From an optimization exercise on the open Yosys and OpenROAD flow, aimed at small area, a short achievable clock period and few clock cycles per item; shortcuts taken in it are not production practice. Only simulation tests tie the RTL to the original design; equivalence was not proved. No activity file was given, so power comes from the tool's default toggle rates.

===== design/flow/design.v =====
package hrnt_pkg;
  localparam int TABLE_ENTRIES_DEF = 16;
  localparam logic [31:0] CRC_POLY = 32'hEDB88320;
  localparam logic [31:0] CRC_INIT = 32'hFFFFFFFF;
  localparam logic [1:0] OP_FIND = 2'd0;
  localparam logic [1:0] OP_ADD  = 2'd1;
  localparam logic [1:0] OP_DEL  = 2'd2;
  localparam logic [1:0] ST_OK        = 2'd0;
  localparam logic [1:0] ST_NOT_FOUND = 2'd1;
  localparam logic [1:0] ST_FULL      = 2'd2;
  function automatic logic [31:0] crc_byte(input logic [31:0] crc, input logic [7:0] b);
    logic [31:0] c;
    c = crc ^ {24'd0, b};
    for (int k = 0; k < 8; k++) begin
      c = c[0] ? ((c >> 1) ^ CRC_POLY) : (c >> 1);
    end
    crc_byte = c;
  endfunction
  function automatic logic [1:0] cmp_ge_eq(input logic [31:0] a, input logic [31:0] b);
    logic [31:0] g, e;
    g = a & ~b;
    e = ~(a ^ b);
    for (int w = 1; w < 32; w = w * 2) begin
      for (int i = 0; i < 32; i += 2 * w) begin
        g[i] = g[i + w] | (e[i + w] & g[i]);
        e[i] = e[i + w] & e[i];
      end
    end
    cmp_ge_eq = {g[0] | e[0], e[0]};
  endfunction
  function automatic logic lt4(input logic [3:0] a, input logic [3:0] b);
    logic [3:0] l, e;
    l = ~a & b;
    e = ~(a ^ b);
    lt4 = l[3] | (e[3] & (l[2] | (e[2] & (l[1] | (e[1] & l[0])))));
  endfunction
  function automatic logic [4:0] inc5(input logic [4:0] a);
    inc5 = a ^ {&a[3:0], &a[2:0], &a[1:0], a[0], 1'b1};
  endfunction
  function automatic logic [4:0] dec5(input logic [4:0] a);
    dec5 = a ^ {~|a[3:0], ~|a[2:0], ~|a[1:0], ~a[0], 1'b1};
  endfunction
  function automatic logic [3:0] inc4(input logic [3:0] a);
    inc4 = a ^ {&a[2:0], &a[1:0], a[0], 1'b1};
  endfunction
  function automatic logic [3:0] dec4(input logic [3:0] a);
    dec4 = a ^ {~|a[2:0], ~|a[1:0], ~a[0], 1'b1};
  endfunction
endpackage
module hrnt_front (
  input  logic        clk,
  input  logic        rst_n,
  input  logic        in_valid,
  output logic        in_ready,
  input  logic [1:0]  in_opcode,
  input  logic [7:0]  in_key_byte,
  input  logic        in_last_byte,
  input  logic [31:0] in_node_address,
  input  logic [15:0] in_node_port,
  output logic        c_load,       
  output logic [1:0]  c_op,
  output logic [31:0] c_hash,
  output logic [31:0] c_addr,
  output logic [15:0] c_port,
  input  logic        c_free_now,   
  input  logic        c_free_next   
);
  logic        rdy_r;
  logic        bf_r;                
  logic [31:0] bh_r;
  logic [1:0]  bop_r;
  logic [31:0] ba_r;
  logic [15:0] bp_r;
  logic [31:0] sh_r;                
  logic [31:0] crc_step;
  logic        take, take_last, drain, direct, to_buf, bf_nxt;
  assign in_ready  = rdy_r;
  assign take      = in_valid && rdy_r;
  assign take_last = take && in_last_byte;
  assign drain     = bf_r && c_free_now;
  assign direct    = take_last && !bf_r && c_free_now;
  assign to_buf    = take_last && !direct;
  assign crc_step  = sh_r ^ hrnt_pkg::crc_byte(32'd0, in_key_byte);
  assign c_load = drain || direct;
  assign c_op   = bf_r ? bop_r : in_opcode;
  assign c_addr = bf_r ? ba_r  : in_node_address;
  assign c_port = bf_r ? bp_r  : in_node_port;
  assign c_hash = bf_r ? bh_r  : ~crc_step;
  assign bf_nxt = to_buf || (bf_r && !drain);
  always_ff @(posedge clk) begin
    if (!rst_n) begin
      rdy_r <= 1'b1;
      bf_r  <= 1'b0;
      sh_r  <= hrnt_pkg::crc_byte(hrnt_pkg::CRC_INIT, 8'd0);
    end else begin
      rdy_r <= !bf_nxt || c_free_next;
      bf_r  <= bf_nxt;
      if (take) begin
        sh_r <= in_last_byte ? hrnt_pkg::crc_byte(hrnt_pkg::CRC_INIT, 8'd0)
                             : hrnt_pkg::crc_byte(sh_r, 8'd0) ^
                               hrnt_pkg::crc_byte(hrnt_pkg::crc_byte(32'd0, in_key_byte), 8'd0);
      end
    end
  end
  always_ff @(posedge clk) begin
    if (!bf_r || c_free_now) begin
      bh_r  <= ~crc_step;
      bop_r <= in_opcode;
      ba_r  <= in_node_address;
      bp_r  <= in_node_port;
    end
  end
endmodule
module hrnt_back #(
  parameter int NTAP = 4
) (
  input  logic        clk,
  input  logic        rst_n,
  input  logic        c_load,
  input  logic [1:0]  c_op,
  input  logic [31:0] c_hash,
  input  logic [31:0] c_addr,
  input  logic [15:0] c_port,
  output logic        c_free_now,
  output logic        c_free_next,
  output logic        out_valid,
  input  logic        out_ready,
  output logic [1:0]  out_status,
  output logic [31:0] out_found_address,
  output logic [15:0] out_found_port,
  output logic [31:0] out_key_hash
);
  localparam int N  = 16;
  localparam int R  = N / NTAP;    
  logic [31:0] r_hash [N];
  logic [31:0] r_addr [N];
  logic [15:0] r_port [N];
  logic        r_vld  [N];
  logic [3:0]  r_rank [N];
  logic        f_ge   [N];    
  logic        f_eq   [N];
  logic [1:0]  k_op;
  logic [31:0] k_hash;
  logic [31:0] k_addr;
  logic [15:0] k_port;
  logic [R:0]    ph_r;         
  logic          act;
  logic [R:0]    ph_nxt;
  logic          full, do_clr, do_inc, do_dec, need_inj, inj_wait, inj;
  logic          fov_r;        
  logic [1:0]    y_op_r;       
  logic          ipend_r;      
  logic [4:0]    count_r;
  logic          fnd_r;
  logic          hacc_r, facc_r;   
  logic          hfin_r, ffin_r;   
  logic [3:0]    brank_r;
  logic        ov_r;
  logic [1:0]  os_r;
  logic [31:0] oa_r, kh_r;
  logic [15:0] op_r;
  assign out_valid         = ov_r;
  assign out_status        = os_r;
  assign out_found_address = oa_r;
  assign out_found_port    = op_r;
  assign out_key_hash      = kh_r;
  logic t_ge [NTAP];
  logic t_eq [NTAP];
  always_comb begin
    for (int j = 0; j < NTAP; j++) begin
      {t_ge[j], t_eq[j]} = hrnt_pkg::cmp_ge_eq(r_hash[j*R], k_hash);
    end
  end
  always_ff @(posedge clk) begin
    for (int i = 0; i < N; i++) begin
      if (((i + N - 1) % N) % R == 0) begin
        f_ge[i] <= t_ge[((i + N - 1) % N) / R];
        f_eq[i] <= t_eq[((i + N - 1) % N) / R];
      end else begin
        f_ge[i] <= f_ge[(i + N - 1) % N];
        f_eq[i] <= f_eq[(i + N - 1) % N];
      end
    end
  end
  logic cap, restart, capt, first;
  logic [1:0] op_c;
  assign op_c = fov_r ? y_op_r : k_op;
  assign act     = |ph_r;
  assign cap     = |ph_r[R:1];
  assign restart = (|ph_r[R-1:1]) && ov_r && !out_ready;
  assign capt    = (cap && !restart) || fov_r;
  assign first   = ph_r[1];
  logic [3:0]  cd_rk [NTAP];
  logic [3:0]  tp_rk [NTAP];
  logic [NTAP-1:0] win_r, win_nxt;
  logic        tp_ge [NTAP];
  logic        lb    [NTAP];
  logic        any_win, bfound, fnd_f, bf_after;
  logic [31:0] win_addr;
  logic [15:0] win_port;
  logic [3:0]  win_rank, brank_f;
  always_comb begin
    bfound = fnd_r && !first;
    for (int j = 0; j < NTAP; j++) begin
      cd_rk[j] = r_rank[(j*R + 1) % N];
      tp_rk[j] = r_rank[j*R];
    end
    any_win  = |win_r;
    win_addr = '0;
    win_port = '0;
    win_rank = '0;
    for (int j = 0; j < NTAP; j++) begin
      win_addr = win_addr | ({32{win_r[j]}} & r_addr[(j*R + 1) % N]);
      win_port = win_port | ({16{win_r[j]}} & r_port[(j*R + 1) % N]);
      win_rank = win_rank | ({4{win_r[j]}} & cd_rk[j]);
    end
    fnd_f   = bfound || any_win;
    brank_f = any_win ? win_rank : brank_r;
    bf_after = !ph_nxt[1] && fnd_f;
    for (int j = 0; j < NTAP; j++) begin
      tp_ge[j] = t_ge[j] && r_vld[j*R] && !(do_clr && f_eq[j*R]);
      lb[j]    = hrnt_pkg::lt4(tp_rk[j], brank_f);
      win_nxt[j] = tp_ge[j] && (!bf_after || lb[j]);
    end
    for (int j = 0; j < NTAP; j++) begin
      for (int i = j + 1; i < NTAP; i++) begin
        if (hrnt_pkg::lt4(tp_rk[j], tp_rk[i])) begin
          win_nxt[i] = win_nxt[i] && !tp_ge[j];
        end else begin
          win_nxt[j] = win_nxt[j] && !tp_ge[i];
        end
      end
    end
  end
  always_ff @(posedge clk) begin
    win_r <= win_nxt;
  end
  always_ff @(posedge clk) begin
    if (capt) begin
      fnd_r   <= fnd_f;
      brank_r <= brank_f;
    end
  end
  logic       fin_reg, fin;
  logic [1:0] op_f;
  logic [3:0] ins_rank;
  logic [1:0] status;
  assign fin_reg  = ph_r[R];
  assign fin      = fin_reg || fov_r;
  assign op_f     = fov_r ? y_op_r : k_op;
  assign full     = count_r[4];
  assign do_clr   = fin && hfin_r && (op_f == hrnt_pkg::OP_ADD || op_f == hrnt_pkg::OP_DEL);
  assign do_inc   = fin && (op_f == hrnt_pkg::OP_ADD) && !hfin_r && !full;
  assign do_dec   = fin && (op_f == hrnt_pkg::OP_DEL) && hfin_r;
  assign need_inj = (op_f == hrnt_pkg::OP_ADD) && (hfin_r || !full);
  logic [4:0] count_dec;
  assign count_dec = hrnt_pkg::dec5(count_r);
  assign ins_rank  = fnd_r ? brank_r : count_dec[3:0];
  assign inj_wait = ipend_r && !r_vld[N-1];
  assign inj      = inj_wait;
  always_comb begin
    case (op_f)
      hrnt_pkg::OP_FIND: status = ffin_r ? hrnt_pkg::ST_OK : hrnt_pkg::ST_NOT_FOUND;
      hrnt_pkg::OP_ADD:  status = (hfin_r || !full) ? hrnt_pkg::ST_OK : hrnt_pkg::ST_FULL;
      hrnt_pkg::OP_DEL:  status = hfin_r ? hrnt_pkg::ST_OK : hrnt_pkg::ST_NOT_FOUND;
      default:           status = hrnt_pkg::ST_NOT_FOUND;
    endcase
  end
  logic t_hit, t_fnd;
  always_comb begin
    t_hit = 1'b0;
    t_fnd = 1'b0;
    for (int j = 0; j < NTAP; j++) begin
      t_hit = t_hit || (t_eq[j] && r_vld[j*R] && !(do_clr && f_eq[j*R]));
      t_fnd = t_fnd || (t_ge[j] && r_vld[j*R] && !(do_clr && f_eq[j*R]));
    end
  end
  always_ff @(posedge clk) begin
    hfin_r <= hacc_r || t_hit;
    ffin_r <= facc_r || t_fnd;
    hacc_r <= !load && (hacc_r || t_hit);
    facc_r <= !load && (facc_r || t_fnd);
  end
  logic ovl_ok, fin_free, idle, load;
  assign idle     = !act && !ipend_r;
  assign ovl_ok   = ph_r[R-1] && !restart && (k_op != hrnt_pkg::OP_ADD);
  assign fin_free = fin_reg && !need_inj;
  logic free_r;
  assign c_free_now = free_r;
  assign load       = c_load && free_r;
  logic          ipend_nxt, ov_nxt;
  always_comb begin
    ipend_nxt = ipend_r;
    if (fin_reg) ipend_nxt = need_inj;
    if (inj_wait) ipend_nxt = 1'b0;
    ph_nxt = {ph_r[R-1:0], 1'b0};
    if (restart) ph_nxt = (R+1)'(2);
    if (load)    ph_nxt = (R+1)'(1);
    ov_nxt = fin || (ov_r && !out_ready);
  end
  assign c_free_next =
      (!act && !ipend_r && !load) ||
      (fin_reg && !load && !need_inj) ||
      (inj_wait && !load) ||
      (ph_r[R-2] && !ov_r && k_op != hrnt_pkg::OP_ADD) ||
      (ph_r[R-1] && !ov_r && !load && k_op != hrnt_pkg::OP_ADD) ||
      (((ipend_r && r_vld[N-1]) || (fin_reg && need_inj)) && !r_vld[N-2]);
  always_ff @(posedge clk) begin
    if (!rst_n) begin
      ph_r    <= '0;
      ipend_r <= 1'b0;
      free_r  <= 1'b1;
      fov_r   <= 1'b0;
      ov_r    <= 1'b0;
      count_r <= '0;
    end else begin
      ph_r    <= ph_nxt;
      ipend_r <= ipend_nxt;
      fov_r   <= load && ovl_ok;
      free_r  <= c_free_next;
      ov_r    <= ov_nxt;
      if (do_inc) begin
        count_r <= hrnt_pkg::inc5(count_r);
      end else if (do_dec) begin
        count_r <= hrnt_pkg::dec5(count_r);
      end
    end
  end
  always_ff @(posedge clk) begin
    if (load && ovl_ok) y_op_r <= k_op;
    if (load) begin
      k_op   <= c_op;
      k_hash <= c_hash;
      k_addr <= c_addr;
      k_port <= c_port;
    end
  end
  always_ff @(posedge clk) begin
    for (int i = 0; i < N; i++) begin
      if (i == 0 && inj) begin
        r_hash[0] <= k_hash;
        r_addr[0] <= k_addr;
        r_port[0] <= k_port;
      end else begin
        r_hash[i] <= r_hash[(i + N - 1) % N];
        r_addr[i] <= r_addr[(i + N - 1) % N];
        r_port[i] <= r_port[(i + N - 1) % N];
      end
    end
  end
  for (genvar i = 0; i < N; i++) begin : g_slot
    localparam int S = (i + N - 1) % N;
    logic eq, gt;
    assign eq = f_eq[S] && r_vld[S];
    assign gt = f_ge[S] && !f_eq[S] && r_vld[S];
    always_ff @(posedge clk) begin
      if (!rst_n) begin
        r_vld[i] <= 1'b0;
      end else if (i == 0 && inj) begin
        r_vld[i] <= 1'b1;
      end else begin
        r_vld[i] <= r_vld[S] && !(do_clr && eq);
      end
      if (i == 0 && inj) begin
        r_rank[i] <= ins_rank;
      end else if (do_inc && gt) begin
        r_rank[i] <= hrnt_pkg::inc4(r_rank[S]);
      end else if (do_dec && gt) begin
        r_rank[i] <= hrnt_pkg::dec4(r_rank[S]);
      end else begin
        r_rank[i] <= r_rank[S];
      end
    end
  end
  always_ff @(posedge clk) begin
    if (fin) begin
      os_r <= status;
    end
    if (first && !restart) begin
      kh_r <= k_hash;
    end
    if (capt && (first || any_win)) begin
      oa_r <= (op_c == hrnt_pkg::OP_FIND) ? win_addr : '0;
      op_r <= (op_c == hrnt_pkg::OP_FIND) ? win_port : '0;
    end
  end
endmodule
module hash_ring_node_table (
  input  logic         clk,
  input  logic         rst_n,
  input  logic         in_valid,
  output logic         in_ready,
  input  logic [1:0]   in_opcode,
  input  logic [7:0]   in_key_byte,
  input  logic         in_last_byte,
  input  logic [31:0]  in_node_address,
  input  logic [15:0]  in_node_port,
  output logic         out_valid,
  input  logic         out_ready,
  output logic [1:0]   out_status,
  output logic [31:0]  out_found_address,
  output logic [15:0]  out_found_port,
  output logic [31:0]  out_key_hash
);
  logic        c_load, c_free_now, c_free_next;
  logic [1:0]  c_op;
  logic [31:0] c_hash, c_addr;
  logic [15:0] c_port;
  hrnt_front u_front (
    .clk             (clk),
    .rst_n           (rst_n),
    .in_valid        (in_valid),
    .in_ready        (in_ready),
    .in_opcode       (in_opcode),
    .in_key_byte     (in_key_byte),
    .in_last_byte    (in_last_byte),
    .in_node_address (in_node_address),
    .in_node_port    (in_node_port),
    .c_load          (c_load),
    .c_op            (c_op),
    .c_hash          (c_hash),
    .c_addr          (c_addr),
    .c_port          (c_port),
    .c_free_now      (c_free_now),
    .c_free_next     (c_free_next)
  );
  hrnt_back u_back (
    .clk               (clk),
    .rst_n             (rst_n),
    .c_load            (c_load),
    .c_op              (c_op),
    .c_hash            (c_hash),
    .c_addr            (c_addr),
    .c_port            (c_port),
    .c_free_now        (c_free_now),
    .c_free_next       (c_free_next),
    .out_valid         (out_valid),
    .out_ready         (out_ready),
    .out_status        (out_status),
    .out_found_address (out_found_address),
    .out_found_port    (out_found_port),
    .out_key_hash      (out_key_hash)
  );
endmodule

===== design/flow/flow/run.sh =====
#!/bin/bash
# The standard layout (the standard.sh: standard synthesis and ORFS on all steps), with
# one change: the buffers ORFS puts on the input and output ports are buf_4 cells instead of
# the default smallest buffer (a slow delay cell), so the port paths are not held back.
set -euo pipefail
export BUFFER_PORTS_ARGS="-buffer_cell sky130_fd_sc_hd__buf_4"
bash standard.sh > standard_flow.log 2>&1

===== design/flow/standard.sh =====
#!/bin/bash
# synth_recipe.tcl (not shown) runs the flow's synth.tcl, then flattens the netlist and writes it again
# the make line also repeats each setting of config.mk as NAME=value (left out here)
make -C /OpenROAD-flow-scripts/flow DESIGN_CONFIG=/design/flow/config.mk WORK_HOME=/design/flow/orfs CLKGATE_MAP_FILE= SYNTH_SCRIPT=/design/flow/synth_recipe.tcl "${@:-finish}"

===== design/flow/config.mk =====
export PLATFORM = sky130hd
export DESIGN_NAME = hash_ring_node_table
export DESIGN_NICKNAME = hash_ring_node_table
export VERILOG_FILES = /design/flow/design.v
export SDC_FILE = /design/flow/constraint.sdc
export NUM_CORES = 4
export LEC_CHECK = 0
export CAP_MARGIN = 20
export CORE_MARGIN = 2
export CORE_UTILIZATION = 45
export CTS_BUF_LIST = sky130_fd_sc_hd__clkbuf_8
export CTS_CLUSTER_DIAMETER = 60
export CTS_CLUSTER_SIZE = 16
export PLACE_DENSITY = 0.65
export SETUP_SLACK_MARGIN = 2.6
export SLEW_MARGIN = 20
export TNS_END_PERCENT = 30

===== design/flow/constraint.sdc =====
create_clock -name core_clock -period 5.0 [get_ports {clk}]
set_input_delay 1.0000 -clock core_clock [delete_from_list [all_inputs] [get_ports {clk}]]
set_output_delay 1.0000 -clock core_clock [all_outputs]
set_load 0.01 [all_outputs]

==> run summary <==
-- flip-flops by register name (all words and copies together) (netlist names), 32 cells and up --
name,flops
u_back.r_hash,512
u_front.bh_r,32
u_back.k_addr,32
u_back.oa_r,32
u_back.k_hash,32
u_back.r_addr,512
u_back.r_port,256
u_front.ba_r,32
u_back.kh_r,32
u_front.sh_r,32
u_back.r_rank,64
-- kinds of logic after synthesis --
family          count (synthesis)  synth area share [%]
mux                           173                  3.95
flops                        1701                  74.7
compound gates                441                  6.03
buf+inv                       197                  1.66
xor+xnor                      209                  4.18
fa+ha+maj                     230                  5.87
simple gates                  377                  3.63
-- cell type report --
| type | count | area (µm²) |
|---|---|---|
| fill | 9177 | 53000 |
| antenna | 2 | 5.00 |
| sequential | 1701 | 36600 |
| clock inverter | 96 | 634 |
| inverter | 114 | 432 |
| tap | 1414 | 1770 |
| clock buffer | 136 | 1870 |
| multi-input combinational | 1430 | 12200 |
| timing repair buffer | 215 | 1810 |
-- power breakdown --
| group | switching [mW] | internal, mW | total, mW |
|---|---|---|---|
| registers | 0.255 | 14.3 | 14.5 |
| logic | 1.13 | 0.942 | 2.07 |
| clock network | 4.38 | 2.76 | 7.14 |
-- layer usage --
layer  share of wire, %  up-vias  GRT usage (%)  wire, µm
met2                 44      448           26.0     41900
met1                 50    12000           25.2     48400
met4                2.1        0           5.15      2060
met5                  0        -              0         0
met3                3.9      128           2.92      3780
li1                   -    12000              -         -
-- synthesized netlist by cell type (8+ instances only) --
cell type	number	area share, %
nand2_1	150	1.1
a21o_1	13	0.20
nand4_1	25	0.32
inv_1	113	0.87
edfxtp_1	253	16
dfxtp_1	1448	59
nand3_1	19	0.19
a31oi_1	14	0.18
ha_1	230	5.9
xnor2_1	153	2.7
a21boi_0	53	0.81
o211ai_1	19	0.29
or2_2	8	0.10
o21ai_0	65	0.66
nand3b_1	10	0.15
a21oi_1	90	0.92
nor2_1	90	0.69
xnor2_2	8	0.27
clkbuf_1	63	0.48
xor2_1	37	0.66
mux2i_1	12	0.25
a221oi_1	11	0.20
nor2b_1	9	0.11
nor3_1	11	0.11
mux2_2	161	3.7
and2_1	14	0.18
a211oi_1	9	0.14
nor4_1	9	0.11
a22oi_1	128	2.0
-- through the flow --
stage | hold slack (ns) | instance area, µm² | setup WS, ns
2_1_floorplan | 0.310 | 49000 | 1.61
3_3_place_gp | 0.310 | 51700 | 1.77
3_5_place_dp | 0.312 | 51700 | 1.70
4_1_cts | 0.237 | 55000 | 2.28
5_1_grt | 0.269 | 55300 | 2.31
6_report | 0.303 | 55300 | 2.38
-- what timing repair did --
item	CTS	global route
pin swaps	33	25
resized for setup	116	53
setup endpoints to repair	182	115
buffers inserted	30	17
-- worst min path at each step --
stage	startpoint	end	slack (ns)	depth (start not counted)
3_5_place_dp	u_back.r_addr[10][1]$_DFF_P_	u_back.r_addr[11][1]$_DFF_P_	0.31	0
2_1_floorplan	u_back.r_addr[10][0]$_DFF_P_	u_back.r_addr[11][0]$_DFF_P_	0.31	0
6_report	u_back.r_hash[10][31]$_DFF_P_	u_back.r_hash[11][31]$_DFF_P_	0.30	0
4_1_cts	in_node_address[0]	u_front.ba_r[0]$_DFFE_PP_	0.24	1
5_1_grt	in_node_address[7]	u_front.ba_r[7]$_DFFE_PP_	0.27	1
3_3_place_gp	u_back.r_hash[14][20]$_DFF_P_	u_back.r_hash[15][20]$_DFF_P_	0.31	0
==> results_dict.tcl <==
set metrics [dict create \
    period_minus_slack_ns 2.62 \
    drt-total-wl_mm 96.2 \
    finalCritPeriodShare_pct 52.4 \
    clock_skew_ns 0.0602 \
    final_common_cell "dfxtp_1" \
    hold_class "flop to flop" \
    cp_slowest_cell "edfxtp_1" \
    maxCapViolations 0 \
    syn_area_um2 49000 \
    postLayoutCoreUtil_pct 51.1 \
    cp.buffers_inverters 1 \
    wire_per_inst_um 18.8 \
    rows 121 \
    ctsHoldBuffers 0 \
    grt_pass1_vias 24500 \
    ys_types 66 \
    finalSetupViolCount 0 \
    startpoint_type "flop" \
    synth_edf_count 253 \
    cp.depth 1 \
    first_iter_violations 1420 \
    drc 0 \
    grt_first_pass_wirelength_mm 145 \
    crit_path_end_kind "output port" \
    avgSynthCellArea_um2 14.7 \
    cts.clk_slew.worst_paths_ns 0.10 \
    cts_tree "done" \
    ys_ff_latch 1701 \
    critPathKind "flop to output port" \
    p_leak_nw 22.2 \
    yosys_most_used_dff "dfxtp_1" \
    viasPerCell 4.81 \
    r2r_start "u_back.k_hash[19]$_DFFE_PP_" \
    vdd_ir_drop_max_v 0.000258 \
    grt_max_degree 52 \
    status "finished clean" \
    layout.cells.non_filler 5108 \
    layout_common_cells "1,439 x dfxtp_1, 253 x edfxtp_1, 222 x ha_1" \
    slowest_delay_ns 0.56 \
    tightestPinTransition_ns 1.01 \
    dieArea_um2 112000 \
    dpl.cell_count 4827 \
    ys_async_sr_fraction_pct 0 \
    cts-root-buf "clkbuf_8" \
    rsz0062_at_grt "yes" \
    path_cells "buf_6" \
    ioPinCount 147 \
    die_h_um 334 \
    clock_path_buffers 3 \
    drv_slew 0 \
    area_growth_syn_to_layout_pct 13.0 \
    crit_fanout 1 \
    syn_inst 3328 \
    dp_hpwl_mm 62.4 \
    cp-endpoint "out_key_hash[3]" \
    grt_overflow_total 0 \
    portBuffers 146 \
    cts_sinks 1701 \
    antenna_found_initial 3 \
    synth_warnings 15 \
    start_util_pct 45.2 \
    routabilityCongestion 0.853 \
    critPathTopFamily "flip-flops" \
    finalPower_mw 23.8 \
    r2r-end "u_back.win_r[1]$_DFF_P_" \
    drt_pass1_iterations 5 \
    worstRegToRegCells 9 \
    grtUsageTotal_pct 17.2 \
    postSynthNetCount 3621 \
    h-tree-depth 4 \
    hold_violations 0 \
    slew_headroom_pct 32.8 \
    nets 3887 \
    critPathLaunch "u_back.kh_r[3]$_DFFE_PP_" \
    power_density_nw_per_um2 429 \
    crit_arrival_ns 1.62 \
    clock.fmax_mhz 382 \
    finalSetupTns_ns 0 \
    dr_total_vias 24600 \
    reg2reg_slack_ns 2.53 \
    insertion_delay_ns 0.85 \
    die_width_um 334 \
    final_layout_size_suffix_gt1_share_pct 18.5 \
    crit_required_ns 4.00 \
    core_um2 108000 \
    ant_nets 0 \
    synth-seq-area-share_pct 74.7 \
    cts_buffers 132 \
]
Testbench counts, summed over its fixed seeds: cycles 28,659, items 2,400.

[static timing again, ports no longer ideal]
No port has a modelled driver above. Below, the same layout with a new extraction and two added sets of constraints.
Step 1: set_driving_cell puts a clkbuf_16 on clk and a buf_2 on each other input, an assumption about the parent block.
Step 2 also shifts input and output timing later by t, the mid clock arrival at the registers, as if the neighbouring blocks saw the same clock.
Slacks: ideal / step 1 / step 2; pairs: ideal / step 1.
t, ns: 0.883
slack for setup (ns): 2.382 / 2.316 / 1.879
worst hold slack (ns): 0.303 / 0.299 / 0.303
clock arrival spread, ns: 0.073 / 0.073
pins driven straight from the clock port: 1
After both steps setup and hold are still met in this run. The setup slack of this run moves by -0.066 ns with the drivers and by -0.503 ns with both steps.
